Context: an optimization exercise on an open-source flow, tuned for small area and a short achievable clock period. The choices shown serve that exercise and are no tape-out recipe. In this exercise RTL edits were held to simulation tests only and were not proved equivalent to the original. Power is estimated from default activity; no workload was simulated.

==> inputs of wip/delta <==
Design fir_filter, start of the top module:
module fir_filter (
   input  logic               clk,
   input  logic               rst,
   input  logic signed [15:0] inp,
   output logic signed [39:0] outp
);
   localparam logic [23:0] G_RESET = 24'hFF8000;    
   localparam logic [23:0] G_CONST = 24'hEF0001;
   logic signed [15:0] line [15];
   logic        [23:0] ysum;        
   logic        [16:0] dsum;        
   logic signed [16:0] d;
   logic        [23:0] gs, gc;
   logic        [23:0] ys, yc;
   logic signed [23:0] y;
   logic               ysg;     
   logic        [23:0] c23;     
   logic        [3:0]  cnt;     
   logic               v12;     
   logic        [23:0] xo, do16, nlo, gk;
   logic        [23:0] gs1, gc1, gs2, gc2, gs3, gc3;
   logic        [23:0] ys1, yc1, ys2, yc2, ys3, yc3;
   always_comb begin
      xo   = {8'd0, ~inp[15], inp[14:0]};                      
      do16 = {3'd0, ~d[16], d[15:0], 4'd0};                    
      nlo  = {8'd0, line[14][15], ~line[14][14:0]};           
      gk   = G_CONST;
      gs1 = gs ^ gc ^ do16;
      gc1 = ((gs & gc) | (gs & do16) | (gc & do16)) << 1;
      gs2 = gs1 ^ gc1 ^ nlo;
      gc2 = (((gs1 & gc1) | (gs1 & nlo) | (gc1 & nlo)) << 1) | (gk & 24'd1);
      gs3 = gs2 ^ gc2 ^ (xo | (gk & ~24'd1)) ;
      gc3 = ((gs2 & gc2) | (gs2 & (xo | (gk & ~24'd1))) | (gc2 & (xo | (gk & ~24'd1)))) << 1;
      ys1 = ys ^ yc ^ gs;
      yc1 = ((ys & yc) | (ys & gs) | (yc & gs)) << 1;
      ys2 = ys1 ^ yc1 ^ gc;
      yc2 = ((ys1 & yc1) | (ys1 & gc) | (yc1 & gc)) << 1;
      ys3 = ys2 ^ yc2 ^ xo;
      yc3 = ((ys2 & yc2) | (ys2 & xo) | (yc2 & xo)) << 1;
   end
   always_ff @(posedge clk) begin
      line[0] <= inp;
      for (int k = 1; k < 13; k++) line[k] <= line[k-1];
      if (rst) begin
         line[13] <= 16'sd0;
         line[14] <= 16'sd0;
         d        <= 17'sd0;
         gs       <= G_RESET;
         gc       <= 24'd0;
         ys       <= 24'd0;
         yc       <= 24'd0;
         y        <= 24'sd0;
         ysg      <= 1'b0;
         cnt      <= 4'd0;
         v12      <= 1'b0;
      end else begin
         line[13] <= v12 ? line[12] : 16'sd0;
         line[14] <= line[13];
         d        <= dsum;
  ...
==> module fir_filter, before the edit <==
module fir_filter (
   input  logic               clk,
   input  logic               rst,
   input  logic signed [15:0] inp,
   output logic signed [39:0] outp
);
   localparam logic [23:0] G_RESET = 24'hFF8000;    
   localparam logic [23:0] G_CONST = 24'hEF0001;
   logic signed [15:0] line [15];
   logic        [23:0] ysum;        
   logic        [16:0] dsum;        
   logic signed [16:0] d;
   logic        [23:0] gs, gc;
   logic        [23:0] ys, yc;
   logic signed [23:0] y;
   logic               ysg;     
   logic        [23:0] c23;     
   logic        [3:0]  cnt;     
   logic               v12;     
   logic        [23:0] xo, do16, nlo, gk;
   logic        [23:0] gs1, gc1, gs2, gc2, gs3, gc3;
   logic        [23:0] ys1, yc1, ys2, yc2, ys3, yc3;
   always_comb begin
      xo   = {8'd0, ~inp[15], inp[14:0]};                      
      do16 = {3'd0, ~d[16], d[15:0], 4'd0};                    
      nlo  = {8'd0, line[14][15], ~line[14][14:0]};           
      gk   = G_CONST;
      gs1 = gs ^ gc ^ do16;
      gc1 = ((gs & gc) | (gs & do16) | (gc & do16)) << 1;
      gs2 = gs1 ^ gc1 ^ nlo;
      gc2 = (((gs1 & gc1) | (gs1 & nlo) | (gc1 & nlo)) << 1) | (gk & 24'd1);
      gs3 = gs2 ^ gc2 ^ (xo | (gk & ~24'd1)) ;
      gc3 = ((gs2 & gc2) | (gs2 & (xo | (gk & ~24'd1))) | (gc2 & (xo | (gk & ~24'd1)))) << 1;
      ys1 = ys ^ yc ^ gs;
      yc1 = ((ys & yc) | (ys & gs) | (yc & gs)) << 1;
      ys2 = ys1 ^ yc1 ^ gc;
      yc2 = ((ys1 & yc1) | (ys1 & gc) | (yc1 & gc)) << 1;
      ys3 = ys2 ^ yc2 ^ xo;
      yc3 = ((ys2 & yc2) | (ys2 & xo) | (yc2 & xo)) << 1;
   end
   always_ff @(posedge clk) begin
      line[0] <= inp;
      for (int k = 1; k < 13; k++) line[k] <= line[k-1];
      if (rst) begin
         line[13] <= 16'sd0;
         line[14] <= 16'sd0;
         d        <= 17'sd0;
         gs       <= G_RESET;
         gc       <= 24'd0;
         ys       <= 24'd0;
         yc       <= 24'd0;
         y        <= 24'sd0;
         ysg      <= 1'b0;
         cnt      <= 4'd0;
         v12      <= 1'b0;
      end else begin
         line[13] <= v12 ? line[12] : 16'sd0;
         line[14] <= line[13];
         d        <= dsum;
         gs       <= gs3;
         gc       <= gc3;
         ys       <= ys3;
         yc       <= yc3;
         y        <= ysum;
         ysg      <= ys[23] ^ yc[23] ^ c23[23];
         if (cnt != 4'd15) cnt <= cnt + 4'd1;
         v12      <= (cnt >= 4'd12);
      end
   end
   add_pp #(.W(24)) u_ysum (.a(ys), .b(yc), .ci(1'b0), .s(ysum));
   add_pp #(.W(17)) u_dsum (.a({line[14][15], line[14]}), .b(~{line[13][15], line[13]}), .ci(1'b1), .s(dsum));
   assign c23  = {1'b0, ys[22:0]} + {1'b0, yc[22:0]};
   assign outp = {{8{ysg}}, {9{y[23]}}, y[22:0]};
endmodule
export LEC_CHECK = 0
export CAP_MARGIN = 20
export CORE_MARGIN = 2
export CORE_UTILIZATION = 55
export CTS_BUF_LIST = sky130_fd_sc_hd__clkbuf_16
export CTS_CLUSTER_DIAMETER = 80
export CTS_CLUSTER_SIZE = 24
export SETUP_SLACK_MARGIN = 3.75
export SLEW_MARGIN = 20
create_clock -name core_clock -period 6.0 [get_ports {clk}]
standard.sh (not shown) runs the stock make flow with config.mk's settings and CLKGATE_MAP_FILE= SYNTH_SCRIPT=/design/flow/synth_recipe.tcl, a recipe that flattens the netlist after the stock synthesis.
==> flow/flow/run.sh <==
#!/bin/bash
# The standard layout with three changes:
#  - the netlist from the standard synthesis gets an inverter-removal pass
#    (flow/polarity.py) and has the full adders on carry-propagate paths split
#    into faster gates (flow/faconv.py) before floorplanning; registers and
#    ports are untouched, and the result is kept only if Yosys proves it
#    equivalent to the standard netlist
#  - the ports get plain buffers (buf_2) instead of delay cells
#  - timing repair may resize cells across footprints
set -e
R=orfs/results/sky130hd/fir_filter/base
VARS=(MATCH_CELL_FOOTPRINT=0 "BUFFER_PORTS_ARGS=-buffer_cell sky130_fd_sc_hd__buf_2")
bash standard.sh "${VARS[@]}" synth > synth.log 2>&1
cp $R/1_2_yosys.v before.v
python3 flow/polarity.py before.v pol.v 20000 > polarity.log 2>&1
python3 flow/faconv.py pol.v after.v >> polarity.log 2>&1
# internal nets of the two netlists must not pair by name: the pass flips some
sed -E 's/\b(_[0-9]{4}_)/\1g/g; s/\b(_pol[0-9]{4}_)/\1g/g; s/\\(dsum|ysum|c23)\[/\\\1g[/g' after.v > after_renamed.v
sed "s#LIBFILE#$FLOW_HOME/platforms/sky130hd/lib/sky130_fd_sc_hd__tt_025C_1v80.lib#" flow/eq.ys > eq.ys
YOSYS=$(command -v yosys || echo /OpenROAD-flow-scripts/tools/install/yosys/bin/yosys)
if "$YOSYS" -q -l eq.log eq.ys > eq_stdout.log 2>&1; then
  echo "equivalence proven, using the pass" >> polarity.log
  cp after.v $R/1_2_yosys.v
  rm -f $R/1_synth.odb $R/1_synth.sdc
else
  echo "equivalence NOT proven, keeping the standard netlist" >> polarity.log
fi
bash standard.sh "${VARS[@]}" finish > standard.log 2>&1
Other scripts of this flow, unchanged in this note and not shown: flow/flow/eq.ys, flow/flow/faconv.py, flow/flow/polarity.py
==> wip/quartz: changes against wip/delta <==
--- a/flow/design.v
+++ b/flow/design.v
@@ -15,4 +15,2 @@
    logic signed [23:0] y;
-   logic               ysg;     
-   logic        [23:0] c23;     
    logic        [3:0]  cnt;     
@@ -52,3 +50,2 @@
          y        <= 24'sd0;
-         ysg      <= 1'b0;
          cnt      <= 4'd0;
@@ -64,3 +61,2 @@
          y        <= ysum;
-         ysg      <= ys[23] ^ yc[23] ^ c23[23];
          if (cnt != 4'd15) cnt <= cnt + 4'd1;
@@ -71,4 +67,3 @@
    add_pp #(.W(17)) u_dsum (.a({line[14][15], line[14]}), .b(~{line[13][15], line[13]}), .ci(1'b1), .s(dsum));
-   assign c23  = {1'b0, ys[22:0]} + {1'b0, yc[22:0]};
-   assign outp = {{8{ysg}}, {9{y[23]}}, y[22:0]};
+   assign outp = 40'(y);
 endmodule
--- a/flow/flow/run.sh
+++ b/flow/flow/run.sh
@@ -11,3 +11,3 @@
 R=orfs/results/sky130hd/fir_filter/base
-VARS=(MATCH_CELL_FOOTPRINT=0 "BUFFER_PORTS_ARGS=-buffer_cell sky130_fd_sc_hd__buf_2")
+VARS=(MATCH_CELL_FOOTPRINT=0 "BUFFER_PORTS_ARGS=-buffer_cell sky130_fd_sc_hd__buf_2" "CTS_ARGS=-sink_clustering_enable -repair_clock_nets -sink_clustering_size 24 -sink_clustering_max_diameter 80 -buf_list sky130_fd_sc_hd__clkbuf_16 -distance_between_buffers 400 -branching_point_buffers_distance 400")
 bash standard.sh "${VARS[@]}" synth > synth.log 2>&1
@@ -17,3 +17,3 @@
 # internal nets of the two netlists must not pair by name: the pass flips some
-sed -E 's/\b(_[0-9]{4}_)/\1g/g; s/\b(_pol[0-9]{4}_)/\1g/g; s/\\(dsum|ysum|c23)\[/\\\1g[/g' after.v > after_renamed.v
+sed -E 's/\b(_[0-9]{4}_)/\1g/g; s/\b(_pol[0-9]{4}_)/\1g/g; s/\\(dsum|ysum)\[/\\\1g[/g' after.v > after_renamed.v
 sed "s#LIBFILE#$FLOW_HOME/platforms/sky130hd/lib/sky130_fd_sc_hd__tt_025C_1v80.lib#" flow/eq.ys > eq.ys
==> wip/willow: changes against wip/delta <==
--- a/flow/design.v
+++ b/flow/design.v
@@ -15,4 +15,2 @@
    logic signed [23:0] y;
-   logic               ysg;     
-   logic        [23:0] c23;     
    logic        [3:0]  cnt;     
@@ -52,3 +50,2 @@
          y        <= 24'sd0;
-         ysg      <= 1'b0;
          cnt      <= 4'd0;
@@ -64,3 +61,2 @@
          y        <= ysum;
-         ysg      <= ys[23] ^ yc[23] ^ c23[23];
          if (cnt != 4'd15) cnt <= cnt + 4'd1;
@@ -71,4 +67,3 @@
    add_pp #(.W(17)) u_dsum (.a({line[14][15], line[14]}), .b(~{line[13][15], line[13]}), .ci(1'b1), .s(dsum));
-   assign c23  = {1'b0, ys[22:0]} + {1'b0, yc[22:0]};
-   assign outp = {{8{ysg}}, {9{y[23]}}, y[22:0]};
+   assign outp = 40'(y);
 endmodule
--- a/flow/flow/run.sh
+++ b/flow/flow/run.sh
@@ -17,3 +17,3 @@
 # internal nets of the two netlists must not pair by name: the pass flips some
-sed -E 's/\b(_[0-9]{4}_)/\1g/g; s/\b(_pol[0-9]{4}_)/\1g/g; s/\\(dsum|ysum|c23)\[/\\\1g[/g' after.v > after_renamed.v
+sed -E 's/\b(_[0-9]{4}_)/\1g/g; s/\b(_pol[0-9]{4}_)/\1g/g; s/\\(dsum|ysum)\[/\\\1g[/g' after.v > after_renamed.v
 sed "s#LIBFILE#$FLOW_HOME/platforms/sky130hd/lib/sky130_fd_sc_hd__tt_025C_1v80.lib#" flow/eq.ys > eq.ys
--- a/flow/config.mk
+++ b/flow/config.mk
@@ -13,3 +13,3 @@
 export CTS_CLUSTER_SIZE = 24
-export SETUP_SLACK_MARGIN = 3.75
+export SETUP_SLACK_MARGIN = 3.85
 export SLEW_MARGIN = 20
==> qor summary <==
| item | wip/delta | wip/willow | wip/quartz |
|---|---|---|---|
| First-pass GRT wire length | 35400 µm | 34020 µm | 34330 µm |
| Worst path setup slack after routing | 3.681 ns | 3.725 ns | 3.723 ns |
| Worst hold slack after final layout | 0.3213 ns | 0.3284 ns | 0.3176 ns |
| Detailed-route vias per instance | 4.755 | 4.575 | 4.657 |
| Capture endpoint of the worst hold path | line[7][4] | line[7][7] | line[5][4] |
| Overall via count from detail_route | 6676 | 6305 | 6352 |
| Standard cell core area | 0.02411 mm² | 0.02347 mm² | 0.02347 mm² |
| Worst Tran Pin Value | 0.6024 ns | 0.5785 ns | 0.5692 ns |
| Run status | finished clean | finished clean | finished clean |
| Period Utilization, post-route | 38.66% | 37.91% | 37.96% |
| Share of power burned in combinational logic | 35.8% | 36.9% | 35.9% |
| Fraction of area in multi-input gates | 37.61% | 37.30% | 37.31% |
| Num rows | 57 | 56 | 56 |
| Data-path buffer share of cell area in the final layout | 3.265% | 4.150% | 2.549% |
| Clock Skews | 0.01600 ns | 0.01477 ns | 0.02021 ns |
| Remaining max-slew budget at the tightest pin | 58.80% | 61.43% | 61.98% |
| Inverter count | 53 | 54 | 54 |
| R2r setup slk | 3.68 ns | 3.75 ns | 3.75 ns |
| Final clock-cell share | 3.751% | 3.254% | 3.849% |
| Filler Cells Inserted | 2011 | 1822 | 1857 |
| Worst voltage drop across the vdd grid | 280.4 µV | 281.9 µV | 341.5 µV |

re-timing with driven ports:
Ports are ideal in the flow. The routed layouts listed here were re-timed in OpenROAD.
Step 1: set_driving_cell puts a clkbuf_16 on clk and a buf_2 on each other input, an assumption about the parent block.
Step 2 also shifts input and output timing later by t, the mid clock arrival at the registers, as if the neighbouring blocks saw the same clock.
a / b / c = no drivers / after step 1 / after step 2; a / b = the first two.
run	t, ns	setup slack, ns	hold slack, ns
wip/delta	0.562	3.681 / 3.677 / 3.267	0.321 / 0.321 / 0.321
wip/quartz	0.553	3.723 / 3.677 / 3.251	0.318 / 0.318 / 0.318
wip/willow	0.553	3.725 / 3.678 / 3.488	0.328 / 0.328 / 0.328
After both steps every run listed still meets setup and hold. The setup slack of wip/quartz, which loses most, moves by -0.046 ns with the drivers and by -0.472 ns with both steps.
